This is an optimization exercise on Yosys and OpenROAD, whose aim is small area, a short achievable clock period and few clock cycles per item, not a production implementation. In this exercise RTL edits were held to simulation tests only and were not proved equivalent to the original. Power is estimated from default activity; no workload was simulated.

## flow/flow/swap_io.tcl

```tcl
# Replace the delay-cell port buffers in 3_place.odb by buf_4 and legalize.
set plat $::env(FLOW_HOME)/platforms/$::env(FLOW_PLATFORM)
set res [pwd]/orfs/results/$::env(FLOW_PLATFORM)/mips_core/base
read_lef $plat/lef/sky130_fd_sc_hd.tlef
read_lef $plat/lef/sky130_fd_sc_hd_merged.lef
read_liberty $plat/lib/sky130_fd_sc_hd__tt_025C_1v80.lib
read_db $res/3_place.odb
set db [ord::get_db]
set buf [$db findMaster sky130_fd_sc_hd__buf_4]
set n 0
foreach bt [[ord::get_db_block] getBTerms] {
	set net [$bt getNet]
	if {$net eq "NULL"} { continue }
	foreach it [$net getITerms] {
		set inst [$it getInst]
		set m [[$inst getMaster] getName]
		if {[regexp {^sky130_fd_sc_hd__(clkdlybuf4s|dlygate4sd)} $m]} {
			puts "swap [$inst getName] $m"
			$inst swapMaster $buf
			incr n
		}
	}
}
puts "swapped $n port buffers"
# narrower cells keep the placement legal
check_placement -verbose
write_db $res/3_place.odb
```

## flow/design.v

```verilog
package mips_pkg;
	localparam int xlen = 32;
	localparam int reg_addr_w = 5;
	localparam logic [5:0] op_rtype = 6'b000000;
	localparam logic [5:0] op_lw    = 6'b100011;
	localparam logic [5:0] op_sw    = 6'b101011;
	localparam logic [5:0] funct_add = 6'b100000;
	localparam logic [5:0] funct_sub = 6'b100010;
	localparam logic [5:0] funct_and = 6'b100100;
	localparam logic [5:0] funct_or  = 6'b100101;
	localparam logic [5:0] funct_slt = 6'b101010;
	localparam logic [5:0] funct_nor = 6'b100111;
	localparam logic [3:0] alu_and = 4'b0000;
	localparam logic [3:0] alu_or  = 4'b0001;
	localparam logic [3:0] alu_add = 4'b0010;
	localparam logic [3:0] alu_sub = 4'b0110;
	localparam logic [3:0] alu_slt = 4'b0111;
	localparam logic [3:0] alu_nor = 4'b1100;
	localparam logic [1:0] fwd_reg = 2'b00;
	localparam logic [1:0] fwd_mem = 2'b01;
	localparam logic [1:0] fwd_wb  = 2'b10;
	typedef union packed {
		struct packed {
			logic [5:0] op;
			logic [4:0] rs;
			logic [4:0] rt;
			logic [4:0] rd;
			logic [4:0] shamt;
			logic [5:0] funct;
		} r;
		struct packed {
			logic [5:0] op;
			logic [4:0] rs;
			logic [4:0] rt;
			logic [15:0] imm;
		} i;
	} instr_t;
endpackage
`timescale 1ns/1ps
import mips_pkg::*;
module reg_file (
	input  logic                  clk,
	input  logic                  rst,
	input  logic [reg_addr_w-1:0] ra1_n,
	input  logic [reg_addr_w-1:0] ra2_n,
	input  logic [reg_addr_w-1:0] wa_n,
	input  logic [reg_addr_w-1:0] wa,
	input  logic [xlen-1:0]       wd,
	output logic [xlen-1:0]       rd1_n,
	output logic [xlen-1:0]       rd2_n
);
	logic [31:1] valid;
	logic [31:1] wsel;
	logic [31:1] valid_n;
	logic [xlen-1:0] regs [1:31];
	logic wt1_n, wt2_n;
	logic [31:0] s1, s2;
	always_comb begin
		for (int k = 1; k < 32; k++) begin
			wsel[k] = wa == reg_addr_w'(k);
		end
	end
	assign valid_n = valid | wsel;
	always_ff @(posedge clk or posedge rst) begin
		if (rst) begin
			valid <= '0;
		end else begin
			valid <= valid_n;
		end
	end
	for (genvar k = 1; k < 32; k++) begin : g_reg
		always_ff @(posedge clk) begin
			if (wsel[k]) begin
				regs[k] <= wd;
			end
		end
	end
	assign wt1_n = wa_n == ra1_n;
	assign wt2_n = wa_n == ra2_n;
	always_ff @(posedge clk) begin
		s1[0] <= wt1_n;
		s2[0] <= wt2_n;
		for (int k = 1; k < 32; k++) begin
			s1[k] <= valid_n[k] && ra1_n == reg_addr_w'(k) && !wt1_n;
			s2[k] <= valid_n[k] && ra2_n == reg_addr_w'(k) && !wt2_n;
		end
	end
	for (genvar i = 0; i < xlen; i++) begin : g_bit
		logic [31:0] col;
		assign col[0] = wd[i];
		for (genvar k = 1; k < 32; k++) begin : g_col
			assign col[k] = regs[k][i];
		end
		aor_tree #(.n(32), .inv(1'b1)) u_rd1 (.d(col), .s(s1), .e(1'b0), .y(rd1_n[i]));
		aor_tree #(.n(32), .inv(1'b1)) u_rd2 (.d(col), .s(s2), .e(1'b0), .y(rd2_n[i]));
	end
endmodule
`timescale 1ns/1ps
module cg_inv (input logic a, output logic y); assign y = ~a; endmodule
module cg_nand2 (input logic a, b, output logic y); assign y = ~(a & b); endmodule
module cg_nand3 (input logic a, b, c, output logic y); assign y = ~(a & b & c); endmodule
module cg_nand4 (input logic a, b, c, d, output logic y); assign y = ~(a & b & c & d); endmodule
module cg_nor2 (input logic a, b, output logic y); assign y = ~(a | b); endmodule
module cg_nor3 (input logic a, b, c, output logic y); assign y = ~(a | b | c); endmodule
module cg_nand2b (input logic a, bn, output logic y); assign y = ~(a & ~bn); endmodule
module cg_nor2b (input logic a, bn, output logic y); assign y = ~(a | ~bn); endmodule
module cg_xor2 (input logic a, b, output logic y); assign y = a ^ b; endmodule
module cg_xnor2 (input logic a, b, output logic y); assign y = ~(a ^ b); endmodule
module cg_aoi21 (input logic a, b, c, output logic y); assign y = ~((a & b) | c); endmodule
module cg_oai21 (input logic a, b, c, output logic y); assign y = ~((a | b) & c); endmodule
module cg_aoi22 (input logic a1, a2, b1, b2, output logic y);
	assign y = ~((a1 & a2) | (b1 & b2));
endmodule
module cg_aoi222 (input logic a1, a2, b1, b2, c1, c2, output logic y);
	assign y = ~((a1 & a2) | (b1 & b2) | (c1 & c2));
endmodule
module aor_tree #(
	parameter int n = 32,
	parameter bit use_e = 1'b0,
	parameter bit inv = 1'b0
) (
	input  logic [n-1:0] d,
	input  logic [n-1:0] s,
	input  logic         e,
	output logic         y
);
	function automatic integer fan(input integer l);
		fan = (l == 1) ? 3 : (l % 2 == 0) ? 4 : 3;
	endfunction
	function automatic integer cnt(input integer l);
		integer c, i;
		c = n;
		for (i = 1; i <= l; i = i + 1) c = (c + fan(i) - 1) / fan(i);
		cnt = c;
	endfunction
	function automatic integer levels(input integer dummy);
		integer l;
		levels = 0;
		for (l = 8; l >= 1; l = l - 1) if (cnt(l) == 1) levels = l;
	endfunction
	localparam int nl = levels(0);
	logic [n-1:0] v [nl+1];
	for (genvar k = 0; k < cnt(1); k++) begin : g_l1
		localparam int b = 3 * k;
		localparam int sz = (n - b >= 3) ? 3 : n - b;
		if (sz == 3) begin : g3
			cg_aoi222 u (.a1(d[b]), .a2(s[b]), .b1(d[b+1]), .b2(s[b+1]),
				.c1(d[b+2]), .c2(s[b+2]), .y(v[1][k]));
		end else if (sz == 2) begin : g2
			cg_aoi22 u (.a1(d[b]), .a2(s[b]), .b1(d[b+1]), .b2(s[b+1]), .y(v[1][k]));
		end else if (use_e) begin : g1e
			cg_aoi21 u (.a(d[b]), .b(s[b]), .c(e), .y(v[1][k]));
		end else begin : g1
			cg_nand2 u (.a(d[b]), .b(s[b]), .y(v[1][k]));
		end
	end
	for (genvar l = 2; l <= nl; l++) begin : g_lv
		for (genvar k = 0; k < cnt(l); k++) begin : g_n
			localparam int f = fan(l);
			localparam int b = f * k;
			localparam int sz = (cnt(l-1) - b >= f) ? f : cnt(l-1) - b;
			if (l % 2 == 0) begin : g_nand
				if (sz == 4) begin : g4
					cg_nand4 u (.a(v[l-1][b]), .b(v[l-1][b+1]), .c(v[l-1][b+2]),
						.d(v[l-1][b+3]), .y(v[l][k]));
				end else if (sz == 3) begin : g3
					cg_nand3 u (.a(v[l-1][b]), .b(v[l-1][b+1]), .c(v[l-1][b+2]),
						.y(v[l][k]));
				end else if (sz == 2) begin : g2
					cg_nand2 u (.a(v[l-1][b]), .b(v[l-1][b+1]), .y(v[l][k]));
				end else begin : g1
					cg_inv u (.a(v[l-1][b]), .y(v[l][k]));
				end
			end else begin : g_nor
				if (sz == 3) begin : g3
					cg_nor3 u (.a(v[l-1][b]), .b(v[l-1][b+1]), .c(v[l-1][b+2]),
						.y(v[l][k]));
				end else if (sz == 2) begin : g2
					cg_nor2 u (.a(v[l-1][b]), .b(v[l-1][b+1]), .y(v[l][k]));
				end else begin : g1
					cg_inv u (.a(v[l-1][b]), .y(v[l][k]));
				end
			end
		end
	end
	if ((nl % 2 == 1) != inv) begin : g_out_inv
		cg_inv u (.a(v[nl][0]), .y(y));
	end else begin : g_out
		assign y = v[nl][0];
	end
endmodule
`timescale 1ns/1ps
import mips_pkg::*;
module ks_add #(
	parameter bit sub = 1'b0,
	parameter int w = 32
) (
	input  logic [w-1:0] a,
	input  logic [w-1:0] b,
	output logic [w-1:0] s
);
	localparam int lv = $clog2(w);
	logic [w-1:0] g [lv+1];
	logic [w-1:0] p [lv+1];
	logic [w-1:0] x;
	for (genvar i = 0; i < w; i++) begin : g_l0
		if (sub) begin : g_s
			cg_nand2b u_g (.a(a[i]), .bn(b[i]), .y(g[0][i]));
			cg_nor2b u_p (.a(a[i]), .bn(b[i]), .y(p[0][i]));
			cg_xnor2 u_x (.a(a[i]), .b(b[i]), .y(x[i]));
		end else begin : g_a
			cg_nand2 u_g (.a(a[i]), .b(b[i]), .y(g[0][i]));
			cg_nor2 u_p (.a(a[i]), .b(b[i]), .y(p[0][i]));
			cg_xor2 u_x (.a(a[i]), .b(b[i]), .y(x[i]));
		end
	end
	logic [w-1:0] g0;
	assign g0 = sub ? {g[0][w-1:1], p[0][0]} : g[0];
	for (genvar l = 1; l <= lv; l++) begin : g_lv
		localparam int d = 1 << (l - 1);
		for (genvar i = 0; i < w; i++) begin : g_n
			logic gi, pi, gj, pj;
			assign gi = (l == 1) ? g0[i] : g[l-1][i];
			assign pi = p[l-1][i];
			if (i >= d) begin : g_c
				assign gj = (l == 1) ? g0[i-d] : g[l-1][i-d];
				assign pj = p[l-1][i-d];
				if (l % 2 == 1) begin : g_t
					cg_oai21 u_g (.a(pi), .b(gj), .c(gi), .y(g[l][i]));
					if (i >= 2 * d) begin : g_pp
						cg_nor2 u_p (.a(pi), .b(pj), .y(p[l][i]));
					end else begin : g_pz
						assign p[l][i] = 1'b0;
					end
				end else begin : g_i
					cg_aoi21 u_g (.a(pi), .b(gj), .c(gi), .y(g[l][i]));
					if (i >= 2 * d) begin : g_pp
						cg_nand2 u_p (.a(pi), .b(pj), .y(p[l][i]));
					end else begin : g_pz
						assign p[l][i] = 1'b1;
					end
				end
			end else begin : g_pass
				cg_inv u_g (.a(gi), .y(g[l][i]));
				assign p[l][i] = ~pi;
			end
		end
	end
	for (genvar i = 1; i < w; i++) begin : g_sum
		cg_xor2 u_s (.a(x[i]), .b(g[lv][i-1]), .y(s[i]));
	end
	if (sub) begin : g_s0s
		cg_xor2 u_s0 (.a(a[0]), .b(b[0]), .y(s[0]));
	end else begin : g_s0a
		assign s[0] = x[0];
	end
endmodule
module alu_out (
	input  logic [xlen-1:0] sum,
	input  logic [xlen-1:0] diff,
	input  logic            sel_sum,
	input  logic            sel_diff,
	input  logic            sel_lt,
	input  logic [xlen-1:0] rest_n,
	output logic [xlen-1:0] y
);
	logic [xlen-1:0] ns, nd;
	logic nl;
	for (genvar i = 0; i < xlen; i++) begin : g_bit
		cg_nand2 u_s (.a(sum[i]), .b(sel_sum), .y(ns[i]));
		cg_nand2 u_d (.a(diff[i]), .b(sel_diff), .y(nd[i]));
		if (i == 0) begin : g_lt
			cg_nand2 u_l (.a(diff[xlen-1]), .b(sel_lt), .y(nl));
			cg_nand4 u_o (.a(ns[i]), .b(nd[i]), .c(nl), .d(rest_n[i]), .y(y[i]));
		end else begin : g_o
			cg_nand3 u_o (.a(ns[i]), .b(nd[i]), .c(rest_n[i]), .y(y[i]));
		end
	end
endmodule
`timescale 1ns/1ps
import mips_pkg::*;
module data_mem (
	input  logic            clk,
	input  logic            rst,
	input  logic [5:0]      ra_n,
	input  logic            re_n,
	input  logic [5:0]      wa,
	input  logic            we,
	input  logic [xlen-1:0] wd,
	input  logic [xlen-1:0] ex,
	output logic [xlen-1:0] rd
);
	logic [63:0] valid;
	logic [63:0] valid_n;
	logic [63:0] wsel;
	logic [63:0] rsel;
	logic [xlen-1:0] words [64];
	always_comb begin
		for (int k = 0; k < 64; k++) begin
			wsel[k] = we && wa == 6'(k);
		end
	end
	assign valid_n = valid | wsel;
	always_ff @(posedge clk or posedge rst) begin
		if (rst) begin
			valid <= '0;
		end else begin
			valid <= valid_n;
		end
	end
	always_ff @(posedge clk) begin
		for (int k = 0; k < 64; k++) begin
			rsel[k] <= re_n && valid_n[k] && ra_n == 6'(k);
		end
	end
	for (genvar k = 0; k < 64; k++) begin : g_word
		always_ff @(posedge clk) begin
			if (wsel[k]) begin
				words[k] <= wd;
			end
		end
	end
	for (genvar i = 0; i < xlen; i++) begin : g_bit
		logic [63:0] col;
		for (genvar k = 0; k < 64; k++) begin : g_col
			assign col[k] = words[k][i];
		end
		aor_tree #(.n(64), .use_e(1'b1)) u_rd (.d(col), .s(rsel), .e(ex[i]), .y(rd[i]));
	end
endmodule
`timescale 1ns/1ps
import mips_pkg::*;
module mips_core #(
	parameter int dmem_depth = 64
) (
	input  logic                  clk,
	input  logic                  rst,
	output logic [xlen-1:0]       pc,
	input  logic [xlen-1:0]       instr,
	output logic                  wb_en,
	output logic [reg_addr_w-1:0] wb_addr,
	output logic [xlen-1:0]       wb_data
);
	logic [29:0] pc_w;
	logic stall;
	assign pc = {pc_w, 2'b00};
	always_ff @(posedge clk or posedge rst) begin
		if (rst) begin
			pc_w <= '0;
		end else if (!stall) begin
			pc_w <= pc_w + 30'd1;
		end
	end
	logic f_is_r, f_is_lw, f_is_sw, f_we;
	logic [4:0] f_dest;
	assign f_is_r = instr[31:26] == op_rtype;
	assign f_is_lw = instr[31:26] == op_lw;
	assign f_is_sw = instr[31:26] == op_sw;
	assign f_dest = f_is_r ? instr[15:11] : instr[20:16];
	assign f_we = (f_is_r || f_is_lw) && f_dest != '0;
	logic d_is_r, d_is_lw, d_is_sw, d_we;
	logic [4:0] d_rs, d_rt, d_dest;
	logic [7:0] d_imm;
	always_ff @(posedge clk or posedge rst) begin
		if (rst) begin
			{d_is_r, d_is_lw, d_is_sw, d_we} <= '0;
		end else if (!stall) begin
			d_is_r <= f_is_r;
			d_is_lw <= f_is_lw;
			d_is_sw <= f_is_sw;
			d_we <= f_we;
		end
	end
	always_ff @(posedge clk) begin
		if (!stall) begin
			d_rs <= instr[25:21];
			d_rt <= instr[20:16];
			d_dest <= f_dest;
			d_imm <= instr[7:0];
		end
	end
	logic e_we, e_lw, e_sw;
	logic e_add, e_sub, e_and, e_or, e_nor, e_slt;
	logic [4:0] e_dest;
	logic [7:0] e_imm;
	logic [xlen-1:0] e_a, e_b;
	logic e_fb_late;
	logic m_we, m_sw, m_sdlate;
	logic [4:0] m_dest;
	logic [5:0] m_addr;
	logic [xlen-1:0] m_x;
	logic [4:0] w_addr;
	logic [xlen-1:0] w_data;
	logic d_use_rs;
	logic [4:0] ra1_n, ra2_n, wa_n;
	logic e_hit_rs, e_hit_rt, m_hit_rs, m_hit_rt;
	logic fa_m, fa_w, fa_r, fb_m, fb_w, fb_r, fb_late;
	logic [xlen-1:0] rf_a_n, rf_b_n;
	logic [3:0] fn;
	assign d_use_rs = d_is_r || d_is_lw || d_is_sw;
	logic h_e_rs, h_e_rt, h_m_rs, h_m_rt;
	always_ff @(posedge clk or posedge rst) begin
		if (rst) begin
			{h_e_rs, h_e_rt, h_m_rs, h_m_rt} <= '0;
		end else begin
			h_e_rs <= d_we && !stall && d_dest == ra1_n;
			h_e_rt <= d_we && !stall && d_dest == ra2_n;
			h_m_rs <= e_we && e_dest == ra1_n;
			h_m_rt <= e_we && e_dest == ra2_n;
		end
	end
	assign e_hit_rs = h_e_rs;
	assign e_hit_rt = h_e_rt;
	assign m_hit_rs = h_m_rs;
	assign m_hit_rt = h_m_rt;
	assign stall = e_lw && ((d_use_rs && e_hit_rs) || (d_is_r && e_hit_rt));
	assign fa_m = e_hit_rs && !e_lw;
	assign fa_w = m_hit_rs && !e_hit_rs;
	assign fa_r = !e_hit_rs && !m_hit_rs;
	assign fb_m = e_hit_rt && !e_lw;
	assign fb_late = e_hit_rt && e_lw;
	assign fb_w = m_hit_rt && !e_hit_rt;
	assign fb_r = !e_hit_rt && !m_hit_rt;
	assign ra1_n = stall ? d_rs : instr[25:21];
	assign ra2_n = stall ? d_rt : instr[20:16];
	assign wa_n = m_we ? m_dest : 5'd0;
	reg_file u_regs (
		.clk(clk), .rst(rst),
		.ra1_n(ra1_n), .ra2_n(ra2_n), .wa_n(wa_n),
		.wa(w_addr), .wd(w_data),
		.rd1_n(rf_a_n), .rd2_n(rf_b_n)
	);
	assign fn = d_imm[3:0];
	always_ff @(posedge clk or posedge rst) begin
		if (rst) begin
			{e_we, e_lw, e_sw} <= '0;
			{e_add, e_sub, e_and, e_or, e_nor, e_slt} <= '0;
		end else begin
			e_we <= d_we && !stall;
			e_lw <= d_is_lw && !stall;
			e_sw <= d_is_sw && !stall;
			e_add <= d_is_r && fn == funct_add[3:0];
			e_sub <= d_is_r && fn == funct_sub[3:0];
			e_and <= d_is_r && fn == funct_and[3:0];
			e_or <= d_is_r && fn == funct_or[3:0];
			e_nor <= d_is_r && fn == funct_nor[3:0];
			e_slt <= d_is_r && fn == funct_slt[3:0];
		end
	end
	logic [xlen-1:0] sum, diff, orv, lg, wbn;
	logic eqs, lt_early;
	logic [xlen-1:0] rest_x, early_a, early_b, rest_a_n, rest_b_n;
	logic [xlen-1:0] e_a_d, e_b_d, m_x_d;
	logic [7:0] addr8;
	ks_add #(.sub(1'b0)) u_sum (.a(e_a), .b(e_b), .s(sum));
	ks_add #(.sub(1'b1)) u_diff (.a(e_a), .b(e_b), .s(diff));
	assign orv = e_a | e_b;
	assign lg = (e_a & e_b & {xlen{e_and}}) | (orv & {xlen{e_or}}) |
		(~orv & {xlen{e_nor}}) | (e_b & {xlen{e_sw}});
	assign eqs = e_a[xlen-1] == e_b[xlen-1];
	assign lt_early = e_a[xlen-1] && !e_b[xlen-1];
	assign rest_x = lg | {{(xlen-1){1'b0}}, lt_early && e_slt};
	assign early_a = (lg & {xlen{fa_m}}) | (~rf_a_n & {xlen{fa_r}}) |
		{{(xlen-1){1'b0}}, lt_early && e_slt && fa_m};
	assign early_b = (lg & {xlen{fb_m}}) | (~rf_b_n & {xlen{fb_r}}) |
		{{(xlen-1){1'b0}}, lt_early && e_slt && fb_m};
	for (genvar i = 0; i < xlen; i++) begin : g_rest
		cg_aoi21 u_ra (.a(wbn[i]), .b(fa_w), .c(early_a[i]), .y(rest_a_n[i]));
		cg_aoi21 u_rb (.a(wbn[i]), .b(fb_w), .c(early_b[i]), .y(rest_b_n[i]));
	end
	alu_out u_out_x (.sum(sum), .diff(diff), .sel_sum(e_add), .sel_diff(e_sub),
		.sel_lt(e_slt && eqs), .rest_n(~rest_x), .y(m_x_d));
	alu_out u_out_a (.sum(sum), .diff(diff), .sel_sum(e_add && fa_m),
		.sel_diff(e_sub && fa_m), .sel_lt(e_slt && eqs && fa_m), .rest_n(rest_a_n),
		.y(e_a_d));
	alu_out u_out_b (.sum(sum), .diff(diff), .sel_sum(e_add && fb_m),
		.sel_diff(e_sub && fb_m), .sel_lt(e_slt && eqs && fb_m), .rest_n(rest_b_n),
		.y(e_b_d));
	always_ff @(posedge clk) begin
		e_dest <= d_dest;
		e_imm <= d_imm;
		e_fb_late <= fb_late;
		e_a <= e_a_d;
		e_b <= e_b_d;
	end
	ks_add #(.sub(1'b0), .w(8)) u_addr (.a(e_a[7:0]), .b(e_imm), .s(addr8));
	always_ff @(posedge clk or posedge rst) begin
		if (rst) begin
			{m_we, m_sw} <= '0;
		end else begin
			m_we <= e_we;
			m_sw <= e_sw;
		end
	end
	always_ff @(posedge clk) begin
		m_dest <= e_dest;
		m_addr <= addr8[7:2];
		m_x <= m_x_d;
		m_sdlate <= e_fb_late;
	end
	logic [xlen-1:0] st_data;
	assign st_data = m_sdlate ? w_data : m_x;
	data_mem u_dmem (
		.clk(clk), .rst(rst),
		.ra_n(addr8[7:2]), .re_n(e_lw),
		.wa(m_addr), .we(m_sw), .wd(st_data),
		.ex(m_x), .rd(wbn)
	);
	always_ff @(posedge clk or posedge rst) begin
		if (rst) begin
			wb_en <= 1'b0;
			w_addr <= '0;
			w_data <= '0;
		end else begin
			wb_en <= m_we;
			w_addr <= m_we ? m_dest : 5'd0;
			w_data <= wbn & {xlen{m_we}};
		end
	end
	always_ff @(posedge clk) begin
		wb_addr <= m_dest;
		wb_data <= wbn;
	end
endmodule
```

## flow/constraint.sdc

```tcl
create_clock -name core_clock -period 5.5 [get_ports {clk}]
set_input_delay 1.1000 -clock core_clock [delete_from_list [all_inputs] [get_ports {clk}]]
set_output_delay 1.1000 -clock core_clock [all_outputs]
set_load 0.01 [all_outputs]
```

## flow/config.mk

```make
export PLATFORM = sky130hd
export DESIGN_NAME = mips_core
export DESIGN_NICKNAME = mips_core
export VERILOG_FILES = /design/flow/design.v
export SDC_FILE = /design/flow/constraint.sdc
export NUM_CORES = 4
export LEC_CHECK = 0
export CAP_MARGIN = 20
export CORE_MARGIN = 2
export CORE_UTILIZATION = 35
export CTS_CLUSTER_DIAMETER = 100
export CTS_CLUSTER_SIZE = 25
export PLACE_DENSITY = 0.5
export SETUP_SLACK_MARGIN = 3.0
export SLEW_MARGIN = 20
export SYNTH_HIERARCHICAL = 1
```

## flow/standard.sh

```bash
#!/bin/bash
# synth_recipe.tcl (not shown) runs the flow's synth.tcl, then flattens the netlist and writes it again
# the make line also repeats each setting of config.mk as NAME=value (left out here)
make -C /OpenROAD-flow-scripts/flow DESIGN_CONFIG=/design/flow/config.mk WORK_HOME=/design/flow/orfs CLKGATE_MAP_FILE= SYNTH_SCRIPT=/design/flow/synth_recipe.tcl "${@:-finish}"
```

## flow/flow/run.sh

```bash
#!/bin/bash
# The standard layout, with one change: after placement the port buffers
# (which placement inserts as delay-cell buffers) become plain buf_4 cells.
set -euo pipefail
here=$(pwd)
bash standard.sh place > "$here/flow_place.log" 2>&1
res=$here/orfs/results/$FLOW_PLATFORM/mips_core/base
openroad -no_init -exit -threads "${NUM_CORES:-4}" \
	-log "$here/flow_swap_io.log" "$here/flow/swap_io.tcl" > "$here/flow_swap_io.out" 2>&1
bash standard.sh finish > "$here/flow_finish.log" 2>&1
```

==> results of run 1 <==
==> stage by stage <==
| stage | worst slack (ns) | total power (µW) |
|---|---|---|
| after floorplan | 2.50 | 31300 |
| after global placement | 1.61 | 32600 |
| after detailed placement | 1.63 | 32600 |
| after CTS | 2.56 | 47100 |
| after global routing | 2.61 | 48200 |
| final | 2.52 | 47000 |
==> power by group through the flow <==
stage | Clock, µW | Combinational [µW] | Sequential [µW]
floorplan | 0 | 1130 | 30100
global placement | 0 | 2340 | 30200
detailed placement | 0 | 2400 | 30200
CTS | 14900 | 2620 | 29600
global route | 15800 | 2820 | 29600
finish | 14700 | 2720 | 29600
==> area by class of cell <==
type	instances	area (µm²)
tap	5016	6280
fill	34299	225000
antenna	13	32.5
sequential	3532	103000
timing repair buffer	753	7760
multi-input combinational	3967	32300
clock buffer	246	4630
inverter	135	518
clock inverter	21	352
==> path summary, 6_finish.rpt <==
check / endpoint / start / cells after the start
min in group asynchronous: u_dmem.valid[3] / rst / 2
max in group asynchronous: u_dmem.valid[54] / rst / 4
worst min register to register: m_sdlate / e_fb_late / 0
worst max-delay path: e_b[31] / u_dmem.rsel[18] / 7
worst max register to register: e_b[31] / u_dmem.rsel[18] / 7
worst min-delay path: d_imm[2] / instr[2] / 1
==> metal layers <==
metal | global-route usage, % | vias to the layer above
met5 | 0 | -
met3 | 3.98 | 820
li1 | - | 35374
met2 | 41.0 | 5047
met4 | 12.4 | 10
met1 | 32.9 | 45495
==> state kept, by name, indices dropped and copies added (netlist names), 6 cells and up <==
signal / cells
e_a: 32
u_regs.s2: 32
m_x: 32
d_imm: 8
e_b: 32
e_imm: 8
m_addr: 6
u_dmem.words: 2048
wb_data: 32
w_data: 32
u_regs.valid: 31
u_regs.regs: 992
pc_w: 30
u_dmem.rsel: 64
u_regs.s1: 32
u_dmem.valid: 64
==> cell usage in the layout, fill, tap and decap left out, types with 67 or more instances in the layout <==
master and count:
a21oi_2 205, a222oi_1 1312, buf_4 471, buf_6 178, clkbuf_1 71, clkbuf_16 175
dfrtp_1 165, dfxtp_1 148, dfxtp_2 97, edfxtp_1 3053, inv_1 132, nand2_1 426
nand3_1 200, nand4_1 302, nor2_1 191, nor2_4 109, nor3_2 70, nor3_4 67
o21ai_1 129, xnor2_1 67, xor2_1 124
==> worst reg2reg max path, cell delays in order, from the launching register on <==
cell	delay, ns
dfxtp_4	0.43
buf_12	0.18
a222oi_1	0.38
nand4_1	0.74
nor3_4	0.69
nand2_2	0.18
a21oi_2	0.18
nand3_1	0.08
==> timing repair <==
item,4_1_cts,5_1_grt
endpoints found under the hold margin,0,0
buffers inserted,264,64
pin swaps,326,156
resized for setup,611,153
cloned,32,3
setup endpoints to repair,3071,1328
==> results by group, run 1 <==
Detailed routing
  • Post-route DRC: 0
  • Highest Signal Layer: met5
  • DR pass1 iterations: 14
  • Routed len/inst: between 30 and 40 µm
  • Drt total wl: 504,000 µm
  • DRT iter0 DRCs: between 15,000 and 20,000
  • Met3 routed WL: roughly 46,000 µm
  • Post-DR vias/cell: about 6.3
  • Met2 WL: between 200,000 and 250,000 µm
  • Antenna viol nets, final: 0
  • DR vias: 86,746
  • Met1 Routed Length: 192,000 µm

Clock network
  • H-tree Lvls: 4
  • CTS tree: done
  • Number of buffers on the longest clock path: 4
  • Root Driver: clkbuf_16
  • CTS Buf Count: between 150 and 200
  • Clk slew on worst S/H paths: ~0.10 ns
  • Clk sinks: approximately 3,500
  • CTS Hold Bufs: 0
  • Clock Latency Late Sink: between 0.9 and 1 ns

Floorplanning
  • Die width: 621 µm
  • Core area: 379,000 µm²
  • Io pins: around 100
  • Starting Density: a little over a third
  • Std cell rows: 226
  • Die Ht: roughly 620 µm
  • Die ar.: 385,000 µm²

Power
  • Peak VDD IR: approximately 280 µV
  • Clock network fraction of total power: a little under a third
  • Static leakage: about 0.049 µW
  • Switch Pwr: about 11,000 µW
  • Gate power share: roughly 5.8%
  • Internal: roughly 36,000 µW
  • Sequential share of power: about 63%
  • PD cells: 304 nW/µm²
  • Switching portion of total power: between 20% and 30%

Critical path
  • Crit path DAT: between 3 and 4 ns
  • CP max stage cell: nand4_1
  • CP Max Fanout: 8
  • Crit-path leading delay family: simple AND/OR/NAND/NOR gates
  • CP peak stage delay: about 0.74 ns
  • CP startpoint kind: flip-flop
  • CP endpoint kind: flip-flop
  • Worst path buffer plus inverter count: 1
  • CP required: between 6 and 7 ns
  • FF-to-FF setup slack: roughly 2.5 ns
  • Critical path cell sequence: buf_12, a222oi_1, nand4_1, nor3_4, nand2_2, a21oi_2, nand3_1
  • Setup Crit Path Kind: reg -> reg

Run status
  • Run status: no timing/DRC/antenna violations

Timing
  • RSZ-0062 raised after global routing: yes
  • Setup-failing EPs final: 0
  • Minimum clock period: 2.98 ns
  • Clock skew: roughly 0.12 ns
  • Final Hold Fails: 0
  • Hold WS: around 0.32 ns
  • Post-route clock period utilization: a little over half
  • Slew margin rel.: between 20% and 30%
  • Achievable Freq: ~340 MHz
  • Setup TNS: 0 ns
  • Pins Over Slew Limit: 0
  • Worst-margin pin slew: approximately 1.1 ns

Global routing
  • Gr usage total: 25.2%
  • Total grt overflow: 0
  • First-pass GRT wire length: 679,000 µm
  • Initial antenna violation count: 27
  • Pin count of the biggest net entering global routing: 65
  • Vias in the first global route: 83,533

Layout
  • Fin cells: roughly 14,000
  • Final Cell Area: ~150,000 µm²
  • Area Growth Syn to Fin: 15.9%
  • Fin util: 40.7%
  • Share of layout cells above drive strength 1: between 20% and 30%
  • Net total in the final layout: between 8,000 and 9,000

Placed design
  • Post-DP HPWL: approximately 300,000 µm
  • GPL Wtd Cong: 0.932
  • Post-Place Cells: around 13,000
  • Post-DP Area: between 100,000 and 150,000 µm²
  • PortBufs: 98

Yosys
  • Yosys warnings: 31
  • Cell count after synthesis: around 7,700
  • Mapped Area: 133,000 µm²
  • Synth Area per Inst: ~17 µm²

Job
  • Max_cap viols: 0

Hold path
  • Hold Crit Class: in -> reg
Testbench counts, summed over its fixed seeds: cycles 11,637, instructions 11,354.
==> run 2: changes to the inputs <==
==> flow/flow/run.sh (replaced) <==
#!/bin/bash
# The standard layout with one extra step between global placement
# (with its resizing) and detailed placement, in flow/tweak.tcl:
#  - the port buffers, which global placement inserts as delay cells, become
#    plain buf_4 cells;
#  - the second level of the register file and data memory read trees
#    (nand4 gates fed by a222oi gates, which drive the trees' long wires)
#    goes from nand4_1 to nand4_2.
# Detailed placement then legalizes as usual. Each step logs to its own file.
set -euo pipefail
here=$(pwd)
res=$here/orfs/results/$FLOW_PLATFORM/mips_core/base
bash standard.sh "$res/3_4_place_resized.odb" > "$here/flow_to_resized.log" 2>&1
openroad -no_init -exit -log "$here/flow_tweak.log" "$here/flow/tweak.tcl" > "$here/flow_tweak.out" 2>&1
bash standard.sh finish > "$here/flow_finish.log" 2>&1
==> flow/flow/tweak.tcl (new file) <==
set plat $::env(FLOW_HOME)/platforms/$::env(FLOW_PLATFORM)
set res [pwd]/orfs/results/$::env(FLOW_PLATFORM)/mips_core/base
read_lef $plat/lef/sky130_fd_sc_hd.tlef
read_lef $plat/lef/sky130_fd_sc_hd_merged.lef
read_liberty $plat/lib/sky130_fd_sc_hd__tt_025C_1v80.lib
read_db $res/3_4_place_resized.odb
set db [ord::get_db]
set block [ord::get_db_block]

# port buffers: delay cells to buf_4
set buf [$db findMaster sky130_fd_sc_hd__buf_4]
set n 0
foreach bt [$block getBTerms] {
	set net [$bt getNet]
	if {$net eq "NULL"} { continue }
	foreach it [$net getITerms] {
		set inst [$it getInst]
		set m [[$inst getMaster] getName]
		if {[regexp {^sky130_fd_sc_hd__(clkdlybuf4s|dlygate4sd)} $m]} {
			$inst swapMaster $buf
			incr n
		}
	}
}
puts "port buffers swapped: $n"

# read tree second level: nand4_1 fed by a222oi_1 to nand4_2
set nand4 [$db findMaster sky130_fd_sc_hd__nand4_2]
set n 0
foreach inst [$block getInsts] {
	if {[[$inst getMaster] getName] ne "sky130_fd_sc_hd__nand4_1"} { continue }
	set fed 0
	foreach it [$inst getITerms] {
		if {![$it isInputSignal]} { continue }
		set net [$it getNet]
		if {$net eq "NULL"} { continue }
		foreach o [$net getITerms] {
			if {[$o isOutputSignal] && [[[$o getInst] getMaster] getName] eq "sky130_fd_sc_hd__a222oi_1"} {
				set fed 1
			}
		}
	}
	if {$fed} {
		$inst swapMaster $nand4
		incr n
	}
}
puts "tree nand4 upsized: $n"
write_db $res/3_4_place_resized.odb
--- a/flow/config.mk
+++ b/flow/config.mk
@@ -13,3 +13,3 @@
 export PLACE_DENSITY = 0.5
-export SETUP_SLACK_MARGIN = 3.0
+export SETUP_SLACK_MARGIN = 2.8
 export SLEW_MARGIN = 20
removed: flow/flow/swap_io.tcl
==> run 2 against run 1 <==
Against the previous run: still clean; global-route usage fell by 1.1 points; wire length fell by 4.3%; maximum frequency rose by 6.6%; sequential share of layout area rose by 1.2 points; cell count fell by 2.0%; utilization fell by 0.78 points; clock power barely moved; critical path type unchanged; critical endpoint is now e_b[27]; highest routed layer unchanged.
==> results by group, run 2 <==
Clock network
  • CTS Hold Bufs: 0 (unchanged)
  • CTS Buf Count: 171 (+1.2%)
  • Clk sinks: 3,532 (unchanged)
  • CTS tree: done
  • Root Driver: clkbuf_16
  • H-tree Lvls: 4 (unchanged)
  • Number of buffers on the longest clock path: 4 (unchanged)
  • Clock Latency Late Sink: 0.94 ns (-0.02 ns)
  • Clk slew on worst S/H paths: 0.11 ns (about the same)

Run status
  • Run status: no timing/DRC/antenna violations

Hold path
  • Hold Crit Class: in -> async

Floorplanning
  • Io pins: 104 (unchanged)
  • Die width: 621 µm (unchanged)
  • Starting Density: 35.2% (unchanged)
  • Die ar.: 385,000 µm² (unchanged)
  • Die Ht: 621 µm (unchanged)
  • Core area: 379,000 µm² (unchanged)
  • Std cell rows: 226 (unchanged)

Detailed routing
  • Post-route DRC: 0 (unchanged)
  • Routed len/inst: 36.0 µm (-2.3%)
  • Antenna viol nets, final: 0 (unchanged)
  • Post-DR vias/cell: 6.36 (+0.33%)
  • DR vias: 85,299 (-1.7%)
  • DR pass1 iterations: 13 (-1)
  • DRT iter0 DRCs: 15,536 (-7.1%)
  • Drt total wl: 483,000 µm (-4.3%)

Layout
  • Net total in the final layout: 8,287 (-3.6%)
  • Area Growth Syn to Fin: 13.7%
  • Share of layout cells above drive strength 1: 20.8% (-1.1 points)
  • Commonest non-fill, non-tap cell in the layout: edfxtp_1
  • Largest reg by FF count: u_dmem.words
  • Most frequent cells in the layout: edfxtp_1, a222oi_1, nand2_1, buf_4, nand4_2
  • Largest registers: u_dmem.words x2048, u_regs.regs x992
  • Max FFs per register: 2,048 (unchanged)
  • Fin util: 40.0% (-0.78 points)

Yosys
  • Mapped Area: 133,000 µm² (unchanged)
  • Cell count after synthesis: 7,699 (unchanged)
  • Yosys warnings: 31 (unchanged)
  • Synth Area per Inst: 17.3 µm² (unchanged)

Placed design
  • Post-DP HPWL: 283,000 µm (-3.5%)
  • GPL Wtd Cong: 0.912 (-2.2%)
  • PortBufs: 98 (unchanged)

Global routing
  • First-pass GRT wire length: 658,000 µm (-3.2%)
  • Pin count of the biggest net entering global routing: 65 (unchanged)
  • Total grt overflow: 0 (unchanged)
  • Initial antenna violation count: 24 (-11%)
  • Vias in the first global route: 82,875 (-0.79%)
  • Gr usage total: 24.2% (-1.1 points)

Timing
  • Minimum clock period: 2.79 ns (-0.184 ns)
  • Post-route clock period utilization: 50.8% (-3.3 points)
  • Slew margin rel.: 18.6% (-8.0 points)
  • Final Hold Fails: 0 (unchanged)
  • Clock skew: 0.0922 ns (-0.0307 ns)
  • RSZ-0062 raised after global routing: no
  • Achievable Freq: 358 MHz (+6.6%)
  • Setup-failing EPs final: 0 (unchanged)
  • Pins Over Slew Limit: 0 (unchanged)
  • Worst-margin pin slew: 1.22 ns (+0.121 ns)
  • Setup TNS: 0 ns (unchanged)

Critical path
  • Critical path cell sequence: a222oi_1, nand4_2, nor3_4, nand2_2, a21oi_2, nand3_1
  • CP required: 6.30 ns (-0.04 ns)
  • CP endpoint kind: flip-flop
  • CP startpoint kind: flip-flop
  • CP peak stage delay: 0.65 ns (-0.09 ns)
  • CP Max Fanout: 32 (+24)
  • CP max stage cell: a222oi_1
  • Setup Crit Path Kind: reg -> reg
  • Crit path DAT: 3.60 ns (-0.21 ns)

Job
  • Max_cap viols: 0 (unchanged)

Power
  • Peak VDD IR: 252 µV (-11%)
  • Static leakage: 0.0472 µW (-4.6%)
  • Power consumption: 46,900 µW (-0.23%)
  • PD cells: 310 nW/µm² (+1.7%)
==> run 2: where the power goes <==
group / switching (µW) / internal (µW) / leakage [µW] / total [µW]
combinational: 1870 / 554 / 0.0134 / 2430
sequential: 197 / 29400 / 0.0313 / 29600
clock: 8610 / 6240 / 0.00247 / 14800
total: 10700 / 36200 / 0.0472 / 46900
==> run 2: what timing repair did <==
action | 4_1_cts | 5_1_grt
buffers inserted | 51 | 18
setup endpoints to repair | 2259 | 541
pin swaps | 78 | 30
cloned | 6 | 1
resized for setup | 184 | 69
==> run 2: final timing paths <==
check,from,end,slack [ns],cells past startpoint
min in group core_clock,e_fb_late,m_sdlate,0.34,0
max in group asynchronous,rst,u_dmem.valid[4],4.20,3
worst max register to register,u_dmem.rsel[21],e_b[27],2.71,6
worst max-delay path,u_dmem.rsel[21],e_b[27],2.71,6
worst min-delay path,rst,u_dmem.valid[31],0.33,2
worst min register to register,e_fb_late,m_sdlate,0.34,0
==> run 2: cell type report <==
class / count / area [µm²]
well taps: 5016 / 6280
clock inverters: 28 / 373
inverters: 135 / 527
repair buffers: 448 / 3620
fillers: 34374 / 227000
multi-input cells: 3961 / 33400
flip-flops and latches: 3532 / 102000
diodes: 27 / 67.6
clock buffers: 264 / 4760
==> run 2: worst max-delay path, delay by kind of cell (launching register included) <==
family / cells / cell delay [ns]
and+or+nand+nor: 4 / 1.25
AOI/OAI and AO/OA: 2 / 0.86
DFF: 1 / 0.52
==> run 2: routing by layer <==
layer	wire length [µm]	track usage, %
met5	13	0
met1	189000	31.8
met2	232000	40.2
met4	18400	9.04
met3	43400	3.84
==> run 2: through the flow <==
| step | hold WS (ns) | instances | worst slack (ns) | area [µm²] |
|---|---|---|---|---|
| 4_1_cts | 0.285 | 13365 | 2.75 | 151000 |
| 3_5_place_dp | 0.313 | 13016 | 1.53 | 145000 |
| 5_1_grt | 0.322 | 13395 | 2.81 | 151000 |
| 2_1_floorplan | 0.310 | 7700 | 2.50 | 133000 |
| 3_3_place_gp | 0.312 | 13013 | 1.60 | 143000 |
| 6_report | 0.325 | 13411 | 2.71 | 151000 |
==> run 3: changes to the inputs <==
--- a/flow/config.mk
+++ b/flow/config.mk
@@ -9,6 +9,6 @@
 export CORE_MARGIN = 2
-export CORE_UTILIZATION = 35
+export CORE_UTILIZATION = 40
 export CTS_CLUSTER_DIAMETER = 100
 export CTS_CLUSTER_SIZE = 25
-export PLACE_DENSITY = 0.5
+export PLACE_DENSITY = 0.6
 export SETUP_SLACK_MARGIN = 2.8
==> run 3 against run 2 <==
Against the previous run: still clean; highest routed layer unchanged; utilization rose by 5.5 points; largest cell class unchanged; wire length decreased by 5.6%; largest power group unchanged; critical path depth up 1; area after synthesis did not move; worst setup slack worse by 0.0070 ns.
==> results by group, run 3 <==
Run status
  • Run status: no timing/DRC/antenna violations

Yosys
  • Cell count after synthesis: 7,699 (unchanged)
  • Mapped Area: 133,000 µm² (unchanged)
  • Synth Area per Inst: 17.3 µm² (unchanged)
  • Yosys warnings: 31 (unchanged)

Detailed routing
  • Post-route DRC: 0 (unchanged)
  • DR pass1 iterations: 14 (+1)
  • Met1 Routed Length: 168,000 µm (-11%)
  • Met3 routed WL: 50,700 µm (+17%)
  • DRT iter0 DRCs: 17,480 (+13%)
  • Met2 WL: 217,000 µm (-6.5%)
  • Routed len/inst: 35.8 µm (-0.69%)
  • Post-DR vias/cell: 6.76 (+6.3%)
  • DR vias: 86,242 (+1.1%)
  • Drt total wl: 456,000 µm (-5.6%)
  • Antenna viol nets, final: 0 (unchanged)
  • Highest Signal Layer: met5

Layout
  • Largest reg by FF count: u_dmem.words
  • Commonest non-fill, non-tap cell in the layout: edfxtp_1
  • Most frequent cells in the layout: edfxtp_1, a222oi_1, buf_4, nand2_1, nand4_2
  • Net total in the final layout: 8,310 (+0.28%)
  • # fillers: 28,242 (-18%)
  • Largest registers: u_dmem.words x2048, u_regs.regs x992
  • Area occupied by multi-input gates: 33,300 µm² (-0.27%)
  • Register area: 102,000 µm² (about the same)
  • Max FFs per register: 2,048 (unchanged)
  • Area Growth Syn to Fin: 12.9%
  • Share of layout cells above drive strength 1: 20.7% (-0.15 points)
  • Fin util: 45.4% (+5.5 points)

Timing
  • Post-route clock period utilization: 50.9% (+0.13 points)
  • Post-route setup slack: 2.70 ns (-0.00704 ns)
  • Minimum clock period: 2.80 ns (+0.00704 ns)
  • Achievable Freq: 357 MHz (-0.25%)
  • Clock skew: 0.0771 ns (-0.0151 ns)
  • Hold WS: 0.299 ns (-0.0266 ns)
  • Setup TNS: 0 ns (unchanged)
  • Setup-failing EPs final: 0 (unchanged)
  • Worst-margin pin slew: 1.10 ns (-0.118 ns)
  • Final Hold Fails: 0 (unchanged)
  • Slew margin rel.: 26.4% (+7.9 points)
  • RSZ-0062 raised after global routing: yes
  • Pins Over Slew Limit: 0 (unchanged)

Critical path
  • Critical path cell sequence: buf_6, a222oi_1, nand4_2, nor3_4, nand2_4, a21oi_2, nand3_1
  • CP startpoint kind: flip-flop
  • CP endpoint kind: flip-flop
  • Crit-path leading delay family: simple AND/OR/NAND/NOR gates
  • Crit path DAT: 3.55 ns (-0.05 ns)
  • Crit path launch: u_dmem.rsel[18]
  • FF-to-FF Start: u_dmem.rsel[18]
  • CP peak stage delay: 0.64 ns (about the same)
  • CP max stage cell: nor3_4
  • CP required: 6.25 ns (-0.05 ns)
  • R2R depth: 7 (+1)
  • Setup Crit Path Kind: reg -> reg
  • Worst path buffer plus inverter count: 1 (+1)
  • Worst path depth: 7 (+1)
  • CP Max Fanout: 19 (-41%)

Floorplanning
  • Die Ht: 581 µm (-6.4%)
  • Die width: 581 µm (-6.4%)
  • Starting Density: 40.3% (+5.1 points)
  • Core area: 331,000 µm² (-13%)
  • Die ar.: 338,000 µm² (-12%)
  • Std cell rows: 211 (-6.6%)
  • Io pins: 104 (unchanged)

Power
  • Peak VDD IR: 264 µV (+4.8%)
  • PD cells: 307 nW/µm² (-0.87%)
  • Static leakage: 0.0470 µW (-0.23%)

Placed design
  • Post-DP HPWL: 272,000 µm (-4.0%)
  • PortBufs: 98 (unchanged)
  • GPL Wtd Cong: 0.921 (+0.95%)
  • DP Worst Slack: 1.59 ns (+0.0599 ns)

Global routing
  • Total grt overflow: 0 (unchanged)
  • Vias in the first global route: 82,558 (-0.38%)
  • Gr usage total: 25.9% (+1.7 points)
  • Initial antenna violation count: 12 (-50%)
  • First-pass GRT wire length: 626,000 µm (-4.8%)
  • Pin count of the biggest net entering global routing: 65 (unchanged)

Clock network
  • Clock Latency Late Sink: 0.92 ns (-0.02 ns)
  • CTS Hold Bufs: 0 (unchanged)
  • Number of buffers on the longest clock path: 4 (unchanged)
  • H-tree Lvls: 4 (unchanged)
  • Root Driver: clkbuf_16
  • Clk slew on worst S/H paths: 0.10 ns (about the same)
  • CTS tree: done
  • Clk sinks: 3,532 (unchanged)
  • CTS Buf Count: 169 (-1.2%)

Hold path
  • Hold Crit Class: in -> async

Job
  • Max_cap viols: 0 (unchanged)
run 3: layer usage:
metal  GRT usage, %  vias up
li1               -    34805
met1           34.2    44483
met2           42.5     6022
met3           4.36      930
met4           10.6        2
met5              0        -
run 3: worst paths after layout:
| path | endpoint | slack, ns |
|---|---|---|
| worst min-delay path | pc_w[15] | 0.30 |
| worst min register to register | m_sdlate | 0.34 |
| worst max register to register | e_b[28] | 2.70 |
| min in group core_clock | m_sdlate | 0.34 |
| max in group asynchronous | w_data[22] | 4.02 |
| worst max-delay path | e_b[28] | 2.70 |
run 3: area by class of cell:
| type | instances | area share (%) |
|---|---|---|
| Antenna cell | 15 | 0.0250 |
| Clock buffer | 258 | 3.08 |
| Clock inverter | 13 | 0.0949 |
| Inverter | 135 | 0.348 |
| Multi-Input combinational cell | 3965 | 22.2 |
| Sequential cell | 3532 | 68.1 |
| Tap cell | 4366 | 3.63 |
| Timing Repair Buffer | 469 | 2.58 |
run 3: stage by stage:
| step | cell area [µm²] | power (µW) | std cells |
|---|---|---|---|
| detailed placement | 144000 | 32500 | 12368 |
| global route | 150000 | 47200 | 12741 |
| finish | 150000 | 46100 | 12753 |
| CTS | 150000 | 46200 | 12709 |
| floorplan | 133000 | 31300 | 7700 |
| global placement | 142000 | 32400 | 12359 |
run 3: repair_timing:
action / CTS / global route
buffers inserted: 59 / 28
gates resized for setup: 149 / 63
endpoints found under the setup margin: 2219 / 250
gates cloned: 11 / 0
pin swaps: 68 / 42
run 3: power by group:
part | leakage [µW] | switching (µW) | internal, µW
sequential | 0.0312 | 211 | 29400
combinational | 0.0135 | 1830 | 537
clock | 0.00229 | 8220 | 5920
==> run 4: changes to the inputs <==
--- a/flow/flow/run.sh
+++ b/flow/flow/run.sh
@@ -5,2 +5,3 @@
 #    plain buf_4 cells;
+#  - flip-flops driving output port buffers go from drive 1 to 2;
 #  - the second level of the register file and data memory read trees
--- a/flow/flow/tweak.tcl
+++ b/flow/flow/tweak.tcl
@@ -26,2 +26,28 @@
 
+# flip-flops that drive an output port buffer: drive strength 1 to 2
+set n 0
+foreach bt [$block getBTerms] {
+	if {[$bt getIoType] ne "OUTPUT"} { continue }
+	set net [$bt getNet]
+	if {$net eq "NULL"} { continue }
+	foreach it [$net getITerms] {
+		set obuf [$it getInst]
+		foreach bi [$obuf getITerms] {
+			if {![$bi isInputSignal]} { continue }
+			set bnet [$bi getNet]
+			if {$bnet eq "NULL"} { continue }
+			foreach d [$bnet getITerms] {
+				if {![$d isOutputSignal]} { continue }
+				set ff [$d getInst]
+				set m [[$ff getMaster] getName]
+				if {[regexp {^(sky130_fd_sc_hd__df[a-z]+)_1$} $m -> base]} {
+					$ff swapMaster [$db findMaster ${base}_2]
+					incr n
+				}
+			}
+		}
+	}
+}
+puts "output flip-flops upsized: $n"
+
 # read tree second level: nand4_1 fed by a222oi_1 to nand4_2
--- a/flow/config.mk
+++ b/flow/config.mk
@@ -9,6 +9,7 @@
 export CORE_MARGIN = 2
-export CORE_UTILIZATION = 40
+export CORE_UTILIZATION = 35
+export CTS_BUF_LIST = sky130_fd_sc_hd__clkbuf_8 sky130_fd_sc_hd__clkbuf_16
 export CTS_CLUSTER_DIAMETER = 100
 export CTS_CLUSTER_SIZE = 25
-export PLACE_DENSITY = 0.6
+export PLACE_DENSITY = 0.5
 export SETUP_SLACK_MARGIN = 2.8
==> run 4 against run 3 <==
Against the previous run: still clean on timing, DRC and antenna; utilization is 5.5 points lower; sequential cell count stayed put; wire length is 6.0% higher; clock power is 3% higher; cell count is 5.2% higher; via count is 1.2% lower; combinational power is 2% higher; hold slack better by 0.027 ns; power is 0.93% higher; count of clock-buffer cells in the layout is 84 lower; critical path type unchanged; largest power group unchanged.
==> results by group, run 4 <==
Timing
  • Post-route clock period utilization: 49.5% (-1.4 points)
  • Worst-margin pin slew: 1.20 ns (+0.0937 ns)
  • Pins Over Slew Limit: 0 (unchanged)
  • Minimum clock period: 2.72 ns (-0.0766 ns)
  • Hold WS: 0.326 ns (+0.0274 ns)
  • Clock skew: 0.0616 ns (-0.0155 ns)
  • Achievable Freq: 367 MHz (+2.8%)
  • Slew margin rel.: 20.2% (-6.2 points)
  • Final Hold Fails: 0 (unchanged)
  • Setup TNS: 0 ns (unchanged)
  • Setup-failing EPs final: 0 (unchanged)
  • RSZ-0062 raised after global routing: no

Yosys
  • Synth Area per Inst: 17.3 µm² (unchanged)
  • Cell count after synthesis: 7,699 (unchanged)
  • Yosys warnings: 31 (unchanged)
  • Mapped Area: 133,000 µm² (unchanged)

Detailed routing
  • DR pass1 iterations: 17 (+3)
  • Post-route DRC: 0 (unchanged)
  • DR vias: 85,193 (-1.2%)
  • Post-DR vias/cell: 6.35 (-6.1%)
  • Drt total wl: 483,000 µm (+6.0%)
  • Antenna viol nets, final: 0 (unchanged)
  • DRT iter0 DRCs: 15,353 (-12%)
  • Routed len/inst: 36.0 µm (+0.78%)

Power
  • Peak VDD IR: 337 µV (+28%)
  • PD cells: 307 nW/µm² (+0.19%)
  • Power consumption: 46,600 µW (+0.93%)
  • Static leakage: 0.0475 µW (+0.86%)

Clock network
  • Root Driver: clkbuf_16
  • CTS tree: done
  • Clk sinks: 3,532 (unchanged)
  • CTS Buf Count: 170 (+0.59%)
  • Clk slew on worst S/H paths: 0.11 ns (about the same)
  • Clock Latency Late Sink: 0.93 ns (about the same)
  • CTS Hold Bufs: 0 (unchanged)
  • Number of buffers on the longest clock path: 4 (unchanged)
  • H-tree Lvls: 4 (unchanged)

Layout
  • Max FFs per register: 2,048 (unchanged)
  • Net total in the final layout: 8,287 (-0.28%)
  • Largest registers: u_dmem.words x2048, u_regs.regs x992
  • Final Cell Area: 151,000 µm² (+0.74%)
  • Commonest non-fill, non-tap cell in the layout: edfxtp_1
  • Share of layout cells above drive strength 1: 21.4% (+0.76 points)
  • Most frequent cells in the layout: edfxtp_1, a222oi_1, nand2_1, buf_4, nand4_2
  • Area Growth Syn to Fin: 13.7%
  • Largest reg by FF count: u_dmem.words

Floorplanning
  • Io pins: 104 (unchanged)
  • Die ar.: 385,000 µm² (+14%)
  • Die width: 621 µm (+6.9%)
  • Starting Density: 35.2% (-5.1 points)
  • Die Ht: 621 µm (+6.9%)
  • Core area: 379,000 µm² (+15%)
  • Std cell rows: 226 (+7.1%)

Job
  • Max_cap viols: 0 (unchanged)

Critical path
  • CP startpoint kind: flip-flop
  • Setup Crit Path Kind: reg -> reg
  • CP endpoint kind: flip-flop
  • CP max stage cell: nor3_2
  • Crit-path leading delay family: simple AND/OR/NAND/NOR gates
  • CP Max Fanout: 32 (+13)
  • CP required: 6.29 ns (+0.04 ns)
  • CP peak stage delay: 0.68 ns (+0.04 ns)
  • Critical path cell sequence: buf_4, a222oi_1, nand4_2, nor3_2, o22ai_1, a21oi_2, nand3_1
  • Worst path buffer plus inverter count: 1 (unchanged)
  • Crit path DAT: 3.51 ns (-0.04 ns)

Placed design
  • GPL Wtd Cong: 0.912 (-0.94%)
  • PortBufs: 98 (unchanged)
  • Post-DP Area: 145,000 µm² (+0.58%)
  • Post-DP HPWL: 283,000 µm (+4.2%)

Global routing
  • Met1 Use GR: 31.6% (-2.6 points)
  • Gr busiest metal: met2
  • Gr usage total: 24.2% (-1.7 points)
  • Pin count of the biggest net entering global routing: 65 (unchanged)
  • Vias in the first global route: 82,667 (+0.13%)
  • Met3 Track Usage GR: 4.22% (-0.14 points)
  • GR Util met2: 40.3% (-2.2 points)
  • Total grt overflow: 0 (unchanged)
  • First-pass GRT wire length: 658,000 µm (+5.1%)
  • Initial antenna violation count: 29 (+17)

Run status
  • Run status: no timing/DRC/antenna violations

Hold path
  • Hold Crit Class: in -> async
## run 4: worst paths after layout
check	start	endpoint	slack (ns)	cells after the start
min in group core_clock	e_fb_late	m_sdlate	0.34	0
min reg2reg	e_fb_late	m_sdlate	0.34	0
min	rst	u_dmem.valid[31]	0.33	2
max in group asynchronous	rst	u_dmem.valid[36]	4.19	3
max reg2reg	u_regs.s1[21]	e_a[23]	2.78	7
max	u_regs.s1[21]	e_a[23]	2.78	7
## run 4: worst register-to-register path, stage by stage (launching register included)
cell and delay (ns):
dfxtp_1 0.31, buf_4 0.30, a222oi_1 0.58, nand4_2 0.28, nor3_2 0.69, o22ai_1 0.23
a21oi_2 0.15, nand3_1 0.09
## run 4: final cells by class
cell class,instances,area [µm²]
diodes,36,90.1
clock buffers,174,4350
clock inverters,115,632
fillers,34488,227000
inverters,135,527
multi-input cells,3961,33500
flip-flops and latches,3532,102000
well taps,5016,6280
repair buffers,449,3660
## run 4: metal layers
metal	wire [µm]	vias up
met4	19400	4
met5	26	-
met2	231000	4701
li1	-	34792
met1	189000	44838
met3	43700	858
## run 4: what timing repair did
action                                  in CTS  in global routing
cloned                                       6                  1
endpoints found under the setup margin    2268                740
pin swaps                                   73                 41
resized for setup                          169                 87
setup buffers                               53                 17
## run 4: stage by stage
step	utilization, %	instances	setup slack, ns
finish	40.0	13418	2.78
global route	40.0	13402	2.79
CTS	39.8	13364	2.72
detailed placement	38.2	13016	1.55
global placement	37.7	13013	1.60
floorplan	-	7700	2.50
## run 4: where the power goes
part           internal (µW)  leakage [µW]  switching (µW)
sequential             29400        0.0312             197
clock                   5890       0.00277            8640
combinational            551        0.0135            1870
==> run 5: changes to the inputs <==
--- a/flow/config.mk
+++ b/flow/config.mk
@@ -14,3 +14,3 @@
 export PLACE_DENSITY = 0.5
-export SETUP_SLACK_MARGIN = 2.8
+export SETUP_SLACK_MARGIN = 2.9
 export SLEW_MARGIN = 20
==> run 5 against run 4 <==
Against the previous run: still clean on timing, DRC and antenna; worst setup slack better by 0.035 ns; via count up 1.2%; maximum frequency up 1.3%; register-to-register slack better by 0.03 ns; sequential share of layout area down 0.96 points; wire length up 1.9%; non-clock buffer count up 128; combinational power up 4%.
==> results by group, run 5 <==
Critical path
  • RR Endpoint: u_dmem.words[11][15]
  • CP Max Fanout: 32 (unchanged)
  • FF-to-FF Start: m_sw
  • CP startpoint kind: flip-flop
  • Crit path DAT: 3.26 ns (-0.25 ns)
  • Crit path launch: m_sw
  • CP required: 6.07 ns (-0.22 ns)
  • CP endpoint kind: flip-flop
  • Setup Crit Path Kind: reg -> reg
  • R2R depth: 3 (-4)
  • FF-to-FF setup slack: 2.81 ns (+0.03 ns)

Detailed routing
  • Post-DR vias/cell: 6.35 (about the same)
  • Antenna viol nets, final: 0 (unchanged)
  • DR vias: 86,216 (+1.2%)
  • DRT iter0 DRCs: 16,341 (+6.4%)
  • Routed len/inst: 36.3 µm (+0.71%)
  • Post-route DRC: 0 (unchanged)
  • Drt total wl: 493,000 µm (+1.9%)
  • DR pass1 iterations: 12 (-5)

Power
  • Switching portion of total power: 23.1% (+0.057 points)
  • Internal: 36,000 µW (+0.37%)
  • Clock network fraction of total power: 31.2% (about the same)
  • Gate power share: 5.4% (+0.2 points)
  • Power consumption: 46,800 µW (+0.44%)
  • Sequential share of power: 63.4% (-0.2 points)
  • Peak VDD IR: 261 µV (-22%)
  • PD cells: 304 nW/µm² (-1.0%)
  • Static leakage: 0.0486 µW (+2.3%)
  • Switch Pwr: 10,800 µW (+0.69%)

Layout
  • Largest registers: u_dmem.words x2048, u_regs.regs x992
  • Most frequent cells in the layout: edfxtp_1, a222oi_1, buf_4, nand2_1, nand4_2
  • Area Growth Syn to Fin: 15.4%
  • Final Cell Area: 154,000 µm² (+1.5%)
  • # fillers: 34,261 (-0.66%)
  • Share of layout cells above drive strength 1: 23.2% (+1.8 points)
  • Max FFs per register: 2,048 (unchanged)
  • Net total in the final layout: 8,432 (+1.7%)
  • Largest reg by FF count: u_dmem.words
  • Commonest non-fill, non-tap cell in the layout: edfxtp_1

Global routing
  • Gr usage total: 24.7% (+0.53 points)
  • First-pass GRT wire length: 668,000 µm (+1.5%)
  • Vias in the first global route: 83,697 (+1.2%)
  • Pin count of the biggest net entering global routing: 65 (unchanged)
  • Initial antenna violation count: 25 (-14%)
  • Total grt overflow: 0 (unchanged)

Clock network
  • CTS tree: done
  • Root Driver: clkbuf_16
  • CTS Buf Count: 170 (unchanged)
  • Clk sinks: 3,532 (unchanged)
  • Clock Latency Late Sink: 0.98 ns (+0.05 ns)
  • Number of buffers on the longest clock path: 4 (unchanged)
  • Clk slew on worst S/H paths: 0.10 ns (about the same)
  • H-tree Lvls: 4 (unchanged)

Floorplanning
  • Core area: 379,000 µm² (unchanged)
  • Die Ht: 621 µm (unchanged)
  • Die ar.: 385,000 µm² (unchanged)
  • Die width: 621 µm (unchanged)
  • Std cell rows: 226 (unchanged)
  • Io pins: 104 (unchanged)
  • Starting Density: 35.2% (unchanged)

Timing
  • Worst-margin pin slew: 1.18 ns (-0.0177 ns)
  • Pins Over Slew Limit: 0 (unchanged)
  • Minimum clock period: 2.69 ns (-0.0346 ns)
  • RSZ-0062 raised after global routing: yes
  • Clock skew: 0.127 ns (+0.0659 ns)
  • Setup-failing EPs final: 0 (unchanged)
  • Final Hold Fails: 0 (unchanged)
  • Setup TNS: 0 ns (unchanged)
  • Achievable Freq: 372 MHz (+1.3%)
  • Post-route clock period utilization: 48.9% (-0.63 points)
  • Slew margin rel.: 21.4% (+1.2 points)

Job
  • Max_cap viols: 0 (unchanged)

Yosys
  • Yosys warnings: 31 (unchanged)
  • Synth Area per Inst: 17.3 µm² (unchanged)
  • Mapped Area: 133,000 µm² (unchanged)
  • Cell count after synthesis: 7,699 (unchanged)

Run status
  • Run status: no timing/DRC/antenna violations

Placed design
  • PortBufs: 98 (unchanged)
  • Post-DP HPWL: 288,000 µm (+2.0%)
  • GPL Wtd Cong: 0.929 (+1.8%)
  • Post-DP Area: 145,000 µm² (about the same)

Hold path
  • Hold Crit Class: in -> async
[run 5: through the flow]
| stage | worst slack, ns | hold WS (ns) | utilization (%) | instances |
|---|---|---|---|---|
| CTS | 2.67 | 0.226 | 40.3 | 13483 |
| detailed placement | 1.73 | 0.316 | 38.2 | 13023 |
| global route | 2.77 | 0.271 | 40.6 | 13576 |
| finish | 2.81 | 0.258 | 40.6 | 13580 |
| global placement | 1.66 | 0.319 | 37.7 | 13020 |
| floorplan | 2.50 | 0.310 | - | 7700 |
[run 5: worst max-delay path by stage]
stage	endpoint	slack, ns	cells after the start
5_1_grt	u_dmem.words[31][30]	2.77	3
2_1_floorplan	u_dmem.words[10][0]	2.50	5
4_1_cts	u_dmem.words[12][4]	2.67	4
6_report	u_dmem.words[11][15]	2.81	3
3_5_place_dp	u_regs.s2[28]	1.73	10
3_3_place_gp	u_regs.s2[27]	1.66	10
[run 5: timing repair]
action,4_1_cts,5_1_grt
endpoints found under the setup margin,3021,1319
resized for setup,319,141
gates cloned,21,4
hold buffers,0,0
pin swaps,141,87
buffers inserted,146,44
[run 5: critical path, stage by stage, from the launching register on]
cell and delay (ns):
dfrtp_1 0.66, or3b_4 0.74, nor2_4 0.26, buf_4 0.57
[run 5: power groups by stage]
stage	sequential, µW	clock, µW	combinational [µW]
6_report	29600	14600	2520
5_1_grt	29700	15700	2640
4_1_cts	29600	14900	2470
3_5_place_dp	30300	0	2280
3_3_place_gp	30200	0	2220
2_1_floorplan	30100	0	1130
[run 5: routing by layer]
metal / up-vias / routed length, µm / share of wire [%] / global-route usage [%]
met5: - / 65 / 0.013 / 0
met4: 8 / 24000 / 4.9 / 11.3
met3: 830 / 45700 / 9.3 / 4.21
met2: 5092 / 236000 / 48 / 40.9
met1: 45187 / 187000 / 38 / 31.8
li1: 35099 / - / - / -
[run 5: final cells by class]
cell class / instances / area (µm²) / area share [%]
Antenna cell: 49 / 123 / 0.0798
Multi-Input combinational cell: 3978 / 34100 / 22.2
Timing Repair Buffer: 577 / 5180 / 3.37
Clock inverter: 119 / 711 / 0.462
Tap cell: 5016 / 6280 / 4.08
Sequential cell: 3532 / 102000 / 66.7
Clock buffer: 174 / 4340 / 2.83
Inverter: 135 / 519 / 0.338
==> run 6: changes to the inputs <==
--- a/flow/flow/run.sh
+++ b/flow/flow/run.sh
@@ -15,2 +15,5 @@
 openroad -no_init -exit -log "$here/flow_tweak.log" "$here/flow/tweak.tcl" > "$here/flow_tweak.out" 2>&1
+# clock tree: the standard arguments and settings, plus one static
+# (root) layer, which shortens the insertion delay
+export CTS_ARGS="-sink_clustering_enable -repair_clock_nets -sink_clustering_size 25 -sink_clustering_max_diameter 100 -buf_list {sky130_fd_sc_hd__clkbuf_8 sky130_fd_sc_hd__clkbuf_16} -num_static_layers 1"
 bash standard.sh finish > "$here/flow_finish.log" 2>&1
==> run 6 against run 5 <==
Against the previous run: die area did not move; sequential share of layout area fell by 0.060 points; cell count about the same; sequential power hardly changed; count of clock-buffer cells in the layout did not move; still clean; sequential cell count stayed put; clock power about the same; maximum frequency hardly changed; clock skew fell by 0.016 ns; worst setup slack better by 0.0024 ns; utilization about the same; non-clock buffer count increased by 6.
==> results by group, run 6 <==
Run status
  • Run status: no timing/DRC/antenna violations

Detailed routing
  • DRT iter0 DRCs: 16,193 (-0.91%)
  • Post-route DRC: 0 (unchanged)
  • Antenna viol nets, final: 0 (unchanged)
  • Routed len/inst: 36.3 µm (about the same)
  • DR vias: 86,500 (+0.33%)
  • DR pass1 iterations: 13 (+1)
  • Post-DR vias/cell: 6.36 (+0.24%)

Timing
  • Slew margin rel.: 22.0% (+0.64 points)
  • Achievable Freq: 372 MHz (about the same)
  • Post-route clock period utilization: 48.8% (about the same)
  • Setup-failing EPs final: 0 (unchanged)
  • RSZ-0062 raised after global routing: yes
  • Final Hold Fails: 0 (unchanged)
  • Clock skew: 0.112 ns (-0.0157 ns)
  • Setup TNS: 0 ns (unchanged)
  • Pins Over Slew Limit: 0 (unchanged)

Clock network
  • CTS tree: done
  • Root Driver: clkbuf_16
  • Clk slew on worst S/H paths: 0.11 ns (about the same)
  • Number of buffers on the longest clock path: 4 (unchanged)
  • Clock Latency Late Sink: 0.97 ns (about the same)
  • CTS Buf Count: 170 (unchanged)

Placed design
  • Post-DP HPWL: 288,000 µm (unchanged)
  • PortBufs: 98 (unchanged)
  • GPL Wtd Cong: 0.929 (unchanged)
  • Post-DP Area: 145,000 µm² (unchanged)

Global routing
  • Gr usage total: 24.8% (+0.056 points)
  • Initial antenna violation count: 25 (unchanged)
  • Vias in the first global route: 83,721 (+0.029%)
  • Pin count of the biggest net entering global routing: 65 (unchanged)

Critical path
  • R2R depth: 7 (+4)
  • CP required: 6.33 ns (+0.26 ns)
  • CP endpoint kind: flip-flop
  • Crit path DAT: 3.52 ns (+0.26 ns)

Floorplanning
  • Core area: 379,000 µm² (unchanged)
  • Die width: 621 µm (unchanged)
  • Std cell rows: 226 (unchanged)

Layout
  • Most frequent cells in the layout: edfxtp_1, a222oi_1, buf_4, nand2_1, nand4_2
  • Max FFs per register: 2,048 (unchanged)
  • Area occupied by multi-input gates: 34,100 µm² (about the same)
  • Share of layout cells above drive strength 1: 23.4% (+0.16 points)
  • Final Cell Area: 154,000 µm² (about the same)
  • # fillers: 34,238 (-0.067%)

Power
  • Peak VDD IR: 263 µV (+0.70%)
  • Power consumption: 46,800 µW (about the same)
  • Static leakage: 0.0486 µW (+0.16%)

Yosys
  • Synth Area per Inst: 17.3 µm² (unchanged)
  • Yosys warnings: 31 (unchanged)
[run 6: cell types whose count changed in the layout (fill, tap and decap cells not counted), sizes merged]
cell      change
inv           -1
buf           +5
nand3         -1
clkbuf        +1
clkinvlp      -1
diode         +5
clkinv        +4
[run 6: per-layer routing]
layer / track usage (%) / share of wire, % / wire, µm / up-vias
li1: - / - / - / 35136
met1: 31.7 / 38 / 186000 / 45509
met2: 41.0 / 48 / 237000 / 5023
met3: 4.35 / 9.3 / 46100 / 828
met4: 11.5 / 4.9 / 24300 / 4
met5: 0 / 0.0053 / 26 / -
[run 6: per-stage QoR]
step | hold WS (ns) | cells | worst slack, ns
2_1_floorplan | 0.310 | 7700 | 2.50
3_3_place_gp | 0.319 | 13020 | 1.66
3_5_place_dp | 0.316 | 13023 | 1.73
4_1_cts | 0.226 | 13499 | 2.71
5_1_grt | 0.273 | 13585 | 2.77
6_report | 0.265 | 13592 | 2.81
[run 6: path summary, 6_finish.rpt]
path                               startpoint  slack [ns]                to
worst min-delay path                      rst        0.26           pc_w[0]
worst min register to register      e_fb_late        0.33          m_sdlate
worst max register to register  u_regs.s2[21]        2.81           e_b[30]
max in group asynchronous                 rst        4.11  u_dmem.valid[27]
min in group core_clock              instr[1]        0.30          d_imm[1]
worst max-delay path            u_regs.s2[21]        2.81           e_b[30]
[run 6: cell type report]
cell class | instances | area share, %
diodes | 54 | 0.0878
clock buffers | 174 | 2.82
clock inverters | 121 | 0.487
inverters | 135 | 0.338
multi-input cells | 3977 | 22.2
flip-flops and latches | 3532 | 66.6
well taps | 5016 | 4.08
repair buffers | 583 | 3.41
[run 6: what timing repair did]
action,in CTS,in global routing
endpoints found under the setup margin,2973,1130
gates resized for setup,327,158
hold buffers,0,0
endpoints found under the hold margin,0,0
gates cloned,22,3
pin swaps,148,87
setup buffers,159,36
[run 6: critical path: stages (launching register included)]
cell and delay, ns:
dfxtp_1 0.31, buf_4 0.30, a222oi_1 0.47, nand4_2 0.38, nor3_2 0.64, o22ai_1 0.20
a21oi_2 0.15, nand3_1 0.08
[run 6: power by group]
group,switching [µW],total [µW],leakage [µW],internal [µW]
Combinational,1890,2530,0.0146,632
Sequential,224,29600,0.0312,29400
Clock,8690,14600,0.00281,5960

Check on run 6: ideal ports give 2.815 ns setup slack; a clkbuf_16 on the clock port and buf_2 on the inputs give 2.724 ns; moving port delays by the midpoint clock arrival (1.026 ns) as well gives 2.815 ns.
